What follows belongs to an exercise in optimizing a design on an open flow for small area; a production flow would make more cautious choices.
Function was checked by simulation only, so behaviour that the tests miss may differ from the original.
No activity file was given, so power comes from the tool's default toggle rates.

[design/flow/run.sh]
#!/bin/bash
# synth_recipe.tcl (not shown) runs the flow's synth.tcl, then flattens the netlist and writes it again
# the make line also repeats each setting of config.mk as NAME=value (left out here)
make -C /OpenROAD-flow-scripts/flow DESIGN_CONFIG=/design/flow/config.mk WORK_HOME=/design/flow/orfs CLKGATE_MAP_FILE= SYNTH_SCRIPT=/design/flow/synth_recipe.tcl finish
[design/flow/config.mk]
export PLATFORM = sky130hd
export DESIGN_NAME = rob_commit
export DESIGN_NICKNAME = rob_commit
export VERILOG_FILES = /design/flow/design.v
export SDC_FILE = /design/flow/constraint.sdc
export NUM_CORES = 4
export LEC_CHECK = 0
export CAP_MARGIN = 20
export CORE_MARGIN = 2
export CORE_UTILIZATION = 35
export PLACE_DENSITY = 0.55
export SLEW_MARGIN = 20
[design/flow/constraint.sdc]
create_clock -name core_clock -period 6.0 [get_ports {clk}]
set_input_delay 1.2000 -clock core_clock [delete_from_list [all_inputs] [get_ports {clk}]]
set_output_delay 1.2000 -clock core_clock [all_outputs]
set_load 0.01 [all_outputs]
[design/flow/design.v]
package rob_pkg;
    localparam int ROB_DEPTH = 16;
    localparam int ROB_IDX   = 4;
    localparam int RETIRE_W  = 3;
    localparam int AR_SIZE   = 7;
    localparam int DATA_W    = 32;
endpackage
module rob_retire_sel #(
    parameter int RETIRE_W = rob_pkg::RETIRE_W,
    parameter int AR_SIZE  = rob_pkg::AR_SIZE,
    parameter int DATA_W   = rob_pkg::DATA_W
) (
    input  logic [RETIRE_W-1:0]                 head_valid,
    input  logic [RETIRE_W-1:0]                 head_done,
    input  logic [RETIRE_W-1:0]                 head_dest_en,
    input  logic [RETIRE_W-1:0][AR_SIZE-1:0]    head_rd,
    input  logic [RETIRE_W-1:0][DATA_W-1:0]     head_data,
    output logic [1:0]                          ret_cnt,
    output logic [RETIRE_W-1:0]                 wr_en,
    output logic [RETIRE_W-1:0][AR_SIZE-1:0]    wr_addr,
    output logic [RETIRE_W-1:0][DATA_W-1:0]     wr_data
);
    logic [RETIRE_W-1:0] ready;
    logic [RETIRE_W-1:0] take;
    logic [RETIRE_W-1:0] raw_en;
    always_comb begin
        ready   = '0;
        take    = '0;
        raw_en  = '0;
        wr_en   = '0;
        wr_addr = '0;
        wr_data = '0;
        for (int i = 0; i < RETIRE_W; i++) begin
            ready[i] = head_valid[i] && head_done[i];
        end
        take[0] = ready[0];
        for (int i = 1; i < RETIRE_W; i++) begin
            take[i] = take[i-1] && ready[i];
        end
        ret_cnt = {1'b0, take[0]} + {1'b0, take[1]} + {1'b0, take[2]};
        for (int i = 0; i < RETIRE_W; i++) begin
            raw_en[i]  = take[i] && head_dest_en[i] && (head_rd[i] != '0);
            wr_addr[i] = head_rd[i];
            wr_data[i] = head_data[i];
        end
        for (int i = 0; i < RETIRE_W; i++) begin
            wr_en[i] = raw_en[i];
            for (int j = i + 1; j < RETIRE_W; j++) begin
                if (raw_en[j] && (head_rd[j] == head_rd[i])) begin
                    wr_en[i] = 1'b0;
                end
            end
        end
    end
endmodule
module rob_commit #(
    parameter int ROB_DEPTH = rob_pkg::ROB_DEPTH,
    parameter int ROB_IDX   = rob_pkg::ROB_IDX,
    parameter int AR_SIZE   = rob_pkg::AR_SIZE,
    parameter int DATA_W    = rob_pkg::DATA_W
) (
    input  logic                clk,
    input  logic                rstn,
    input  logic                flush,
    input  logic                alloc_valid,
    input  logic                alloc_dest_en,
    input  logic [AR_SIZE-1:0]  alloc_rd,
    output logic                alloc_ready,
    output logic [ROB_IDX-1:0]  alloc_idx,
    input  logic                cmpl0_valid,
    input  logic [ROB_IDX-1:0]  cmpl0_idx,
    input  logic [DATA_W-1:0]   cmpl0_data,
    input  logic                cmpl1_valid,
    input  logic [ROB_IDX-1:0]  cmpl1_idx,
    input  logic [DATA_W-1:0]   cmpl1_data,
    output logic                ret_wr_en1,
    output logic [AR_SIZE-1:0]  ret_wr_addr1,
    output logic [DATA_W-1:0]   ret_wr_data1,
    output logic                ret_wr_en2,
    output logic [AR_SIZE-1:0]  ret_wr_addr2,
    output logic [DATA_W-1:0]   ret_wr_data2,
    output logic                ret_wr_en3,
    output logic [AR_SIZE-1:0]  ret_wr_addr3,
    output logic [DATA_W-1:0]   ret_wr_data3,
    output logic [1:0]          retire_count,
    output logic [ROB_IDX:0]    rob_count,
    output logic                rob_empty
);
    localparam int RETIRE_W = rob_pkg::RETIRE_W;
    logic [ROB_DEPTH-1:0]                valid_q, valid_d;
    logic [ROB_DEPTH-1:0]                done_q, done_d;
    logic [ROB_DEPTH-1:0]                dest_en_q, dest_en_d;
    logic [ROB_DEPTH-1:0][AR_SIZE-1:0]   rd_q, rd_d;
    logic [ROB_DEPTH-1:0][DATA_W-1:0]    data_q, data_d;
    logic [ROB_IDX-1:0]                  head_q, head_d;
    logic [ROB_IDX-1:0]                  tail_q, tail_d;
    logic [ROB_IDX:0]                    count_q, count_d;
    logic [RETIRE_W-1:0]                 ret_en_q, ret_en_d;
    logic [RETIRE_W-1:0][AR_SIZE-1:0]    ret_addr_q, ret_addr_d;
    logic [RETIRE_W-1:0][DATA_W-1:0]     ret_data_q, ret_data_d;
    logic [1:0]                          ret_cnt_q, ret_cnt_d;
    logic [RETIRE_W-1:0]                 hv, hd, hde;
    logic [RETIRE_W-1:0][AR_SIZE-1:0]    hrd;
    logic [RETIRE_W-1:0][DATA_W-1:0]     hdata;
    logic [RETIRE_W-1:0][ROB_IDX-1:0]    hidx;
    logic [1:0]                          sel_cnt;
    logic [RETIRE_W-1:0]                 sel_en;
    logic [RETIRE_W-1:0][AR_SIZE-1:0]    sel_addr;
    logic [RETIRE_W-1:0][DATA_W-1:0]     sel_data;
    logic                                alloc_fire;
    assign alloc_ready = (count_q != ROB_DEPTH[ROB_IDX:0]);
    assign alloc_idx   = tail_q;
    assign alloc_fire  = alloc_valid && alloc_ready;
    always_comb begin
        for (int i = 0; i < RETIRE_W; i++) begin
            hidx[i]  = head_q + i[ROB_IDX-1:0];
            hv[i]    = valid_q[hidx[i]];
            hd[i]    = done_q[hidx[i]];
            hde[i]   = dest_en_q[hidx[i]];
            hrd[i]   = rd_q[hidx[i]];
            hdata[i] = data_q[hidx[i]];
        end
    end
    rob_retire_sel #(
        .RETIRE_W (RETIRE_W),
        .AR_SIZE  (AR_SIZE),
        .DATA_W   (DATA_W)
    ) u_sel (
        .head_valid   (hv),
        .head_done    (hd),
        .head_dest_en (hde),
        .head_rd      (hrd),
        .head_data    (hdata),
        .ret_cnt      (sel_cnt),
        .wr_en        (sel_en),
        .wr_addr      (sel_addr),
        .wr_data      (sel_data)
    );
    always_comb begin
        valid_d    = valid_q;
        done_d     = done_q;
        dest_en_d  = dest_en_q;
        rd_d       = rd_q;
        data_d     = data_q;
        head_d     = head_q;
        tail_d     = tail_q;
        count_d    = count_q;
        ret_en_d   = sel_en;
        ret_addr_d = sel_addr;
        ret_data_d = sel_data;
        ret_cnt_d  = sel_cnt;
        if (flush) begin
            valid_d    = '0;
            done_d     = '0;
            head_d     = '0;
            tail_d     = '0;
            count_d    = '0;
            ret_en_d   = '0;
            ret_cnt_d  = '0;
            ret_addr_d = ret_addr_q;
            ret_data_d = ret_data_q;
        end else begin
            if (cmpl0_valid && valid_q[cmpl0_idx] && !done_q[cmpl0_idx]) begin
                done_d[cmpl0_idx] = 1'b1;
                data_d[cmpl0_idx] = cmpl0_data;
            end
            if (cmpl1_valid && valid_q[cmpl1_idx] && !done_q[cmpl1_idx]) begin
                done_d[cmpl1_idx] = 1'b1;
                data_d[cmpl1_idx] = cmpl1_data;
            end
            for (int i = 0; i < RETIRE_W; i++) begin
                if (i < int'(sel_cnt)) begin
                    valid_d[hidx[i]]   = 1'b0;
                    done_d[hidx[i]]    = 1'b0;
                    dest_en_d[hidx[i]] = 1'b0;
                    rd_d[hidx[i]]      = '0;
                    data_d[hidx[i]]    = '0;
                end
            end
            head_d = head_q + {2'b00, sel_cnt};
            if (alloc_fire) begin
                valid_d[tail_q]   = 1'b1;
                done_d[tail_q]    = 1'b0;
                dest_en_d[tail_q] = alloc_dest_en;
                rd_d[tail_q]      = alloc_rd;
                data_d[tail_q]    = '0;
                tail_d = tail_q + 1'b1;
            end
            count_d = count_q + {4'd0, alloc_fire} - {3'd0, sel_cnt};
        end
    end
    always_ff @(posedge clk) begin
        if (!rstn) begin
            valid_q    <= '0;
            done_q     <= '0;
            dest_en_q  <= '0;
            rd_q       <= '0;
            data_q     <= '0;
            head_q     <= '0;
            tail_q     <= '0;
            count_q    <= '0;
            ret_en_q   <= '0;
            ret_addr_q <= '0;
            ret_data_q <= '0;
            ret_cnt_q  <= '0;
        end else begin
            valid_q    <= valid_d;
            done_q     <= done_d;
            dest_en_q  <= dest_en_d;
            rd_q       <= rd_d;
            data_q     <= data_d;
            head_q     <= head_d;
            tail_q     <= tail_d;
            count_q    <= count_d;
            ret_en_q   <= ret_en_d;
            ret_addr_q <= ret_addr_d;
            ret_data_q <= ret_data_d;
            ret_cnt_q  <= ret_cnt_d;
        end
    end
    assign ret_wr_en1   = ret_en_q[0];
    assign ret_wr_en2   = ret_en_q[1];
    assign ret_wr_en3   = ret_en_q[2];
    assign ret_wr_addr1 = ret_addr_q[0];
    assign ret_wr_addr2 = ret_addr_q[1];
    assign ret_wr_addr3 = ret_addr_q[2];
    assign ret_wr_data1 = ret_data_q[0];
    assign ret_wr_data2 = ret_data_q[1];
    assign ret_wr_data3 = ret_data_q[2];
    assign retire_count = ret_cnt_q;
    assign rob_count    = count_q;
    assign rob_empty    = (count_q == '0);
endmodule
==> out/metrics.cfg <==
[outcome]
status = no timing/DRC/antenna violations

[setup_path]
cp_slowest_cell = and3_2
required_ps = 6650
critPathCaptureType = flip-flop
path_max_fanout = 33
rr_worst_depth = 10
worstPathArrival_ps = 5770
startpoint_type = flip-flop
reg2reg_slack_ps = 880
critical_path_class = reg -> reg
slowest_delay_ps = 1070
path_cells = inv_2 -> ha_1 -> nand4b_1 -> o311ai_0 -> a21o_1 -> a32o_1 -> and4_1 -> a32oi_1 -> and3_2 -> a21boi_0

[clock_network]
clk_pin_slew_ps = 60
post_cts_resized = 0
cts_tree = yes
post-cts-setup-buffers = 0
clock-sinks = 807
cts-root-buf = clkbuf_16
cts_buffers = 98
clock_path_buffers = 3
cts_hold_buf = 0
clock_latency_ps = 750
htreeDepth = 3

[routing]
routed_via_density = 6.97
routed_wl_um = 244000
ant_nets = 0
vias = 50700
drcViolationCount = 0
wl_per_cell_um = 33.6
first_iter_violations = 7968
dr.pass1.iters = 6

[logic_synthesis]
synth_top_area_cell = dfxtp_1
ys_types = 98
synth_fa_ha_area_frac = 0.00987
ys_top_cells_by_count = 807 x dfxtp_1, 581 x mux4_2, 550 x nand2_1, 395 x a22o_1, 380 x clkbuf_1
muxShareOfSynthArea = 0.297
synth-simple-area-share = 0.107
synth_compound_area_frac = 0.227
synth_seq_area_share = 0.302
synth_top_family_by_area = multiplexers
syn_area_per_cell_sq_um = 10.2
syn_nets = 5368
synth_edf_count = 0
ys.flop_type = dfxtp_1
synth-xor-area-share = 0.00641
syn_inst = 5241
yosys.area.top_type_share = 0.302
synth_area_leaders = dfxtp_1 30%, mux4_2 24%, a22o_1 6.5%, mux2i_1 4.1%, nand2_1 3.9%
async_reset_ff_frac = 0
synth_most_common_cell = dfxtp_1
ys_seq_elements = 807
syn-cell-area_sq_um = 53500
synth_warnings = 2

[timing]
setup_violations = 0
hold_viol = 0
relSlewSlack = 0.195
fin_hold_ws_ps = 477
worst_pin_slew_ps = 1210
drv_slew = 0
tns_ps = 0
skew_ps = 42.5
fin_crit_ps = 5120
fmax_mhz = 195
period_share = 0.853
rsz0062_at_grt = no

[global_routing]
track_usage = 0.302
first_global_vias = 47900
grt_pass1_wl_um = 349000
overflow = 0
grt_antenna_before_repair = 19
grt_max_degree = 145

[floorplanning]
dieHeight_um = 395
die-area_sq_um = 156000
start_util = 0.352
ioPinCount = 219
fp.dieW_um = 395
num_rows = 143
fp.coreArea_sq_um = 152000

[cells_and_area]
drive_gt1_frac = 0.208
syn_to_final_growth_pct = 14.7
filler_cell_count = 14600
finalNetCount = 5290
final_area_sq_um = 61400
finish.utilization = 0.404

[min_path]
hold_path.class = reg -> reg
whs_path_depth = 2

[power_and_ir_drop]
ir_drop_mv = 0.209
p_per_area_nw_per_um2 = 214
power_leakage_uw = 0.0204

[placed_design]
port_buffers = 218
gp_congestion = 0.941
placed_cell_area_sq_um = 57800
dp_hpwl_um = 150000

[flow_run]
drv_cap = 0

cells by family (layout without fill, tap and decap cells):
logic type | after synthesis | after routing
muxes | 843 | 843
and+or+nand+nor | 1227 | 1227
adders and majority gates | 41 | 41
DFF | 807 | 807
AOI/OAI and AO/OA | 1645 | 1645
buffers and inverters | 641 | 640
xor gates and xnor gates | 37 | 37
other | 0 | 9
per-layer routing:
layer	global-route usage	vias up	wire (um)
met4	0.158	16	14300
li1	-	20700	-
met1	0.394	25200	92700
met2	0.452	3937	106000
met3	0.0881	826	31000
met5	0	-	124
layout by cell type, fill, tap and decap left out, drive strengths merged, types with 77 or more instances in the layout:
cell type        n
a22oi          164
a21oi          126
a22o           395
clkdlybuf4s50  215
buf            181
dfxtp          807
o22ai          197
mux2i          221
nor2b           79
nor2           256
clkbuf         144
nand2          552
mux4           581
and2            77
o21ai          336
metrics by stage:
stage | setup WS, ps | instances | total power (uW)
detailed placement | 694 | 7093 | 6640
CTS | 1060 | 7270 | 13200
finish | 884 | 7279 | 13200
floorplan | 1180 | 5241 | 6120
global placement | 742 | 7089 | 6630
global route | 881 | 7275 | 13400
where the power goes:
group          internal [uW]  switching [uW]  total [uW]
logic                    310             822        1130
clock network           3910            2680        6580
registers               5390            47.5        5440
total                   9610            3550       13200
area by class of cell:
type	count	area, sq um	area share
repair buffers	396	3930	0.0641
inverters	67	253	0.00412
flip-flops and latches	807	16200	0.263
clock inverters	33	503	0.00820
multi-input cells	3793	35000	0.570
well taps	2030	2540	0.0414
clock buffers	144	2980	0.0486
diodes	9	22.5	0.000367
registers in the layout, indices dropped and copies added (netlist names):
signal,count
valid_q,16
ret_cnt_q,2
tail_q,4
rd_q,112
dest_en_q,16
done_q,16
data_q,512
ret_addr_q,21
ret_en_q,3
ret_data_q,96
head_q,4
count_q,5
critical path: cells and delay by family, from the launching register on:
family                   cells  cell delay [ps]
buffers and inverters        1               70
adder cells (fa/ha/maj)      1              830
flip-flops                   1              920
AO/OA/AOI/OAI                5             1510
AND/OR/NAND/NOR              3             1680
worst paths after layout:
check                                from         to
worst max-delay path            head_q[2]  done_q[9]
worst min-delay path             rd_q[78]   rd_q[78]
worst max register to register  head_q[2]  done_q[9]
worst min register to register   rd_q[78]   rd_q[78]

-- re-timing with driven ports --
In the flow no input, the clock included, has a driving cell. The finished layout below was timed again as built, in two steps. Step 1 sets driving cells, clkbuf_16 on the clock port and buf_2 on the other inputs (assumed; they add their load-dependent delay and slew). Step 2 adds t to the input delays and takes it off the output delays; t is the mean of the earliest and latest rising clock arrival at the registers after step 1. Input paths then give back, and output paths get back, about the clock's delay inside the block. a / b / c = no drivers / after step 1 / after step 2; a / b = the first two.
t, ns: 0.825
setup WS [ns]: 0.884 / 0.884 / 0.384
clock arrival spread, ns: 0.045 / 0.045
worst data-port slew with drivers (ns): 0.21
cell pins on the clock port's net: 1
After both steps this run still meets setup and hold. The setup slack of this run moves by 0.000 ns with the drivers and by -0.500 ns with both steps.
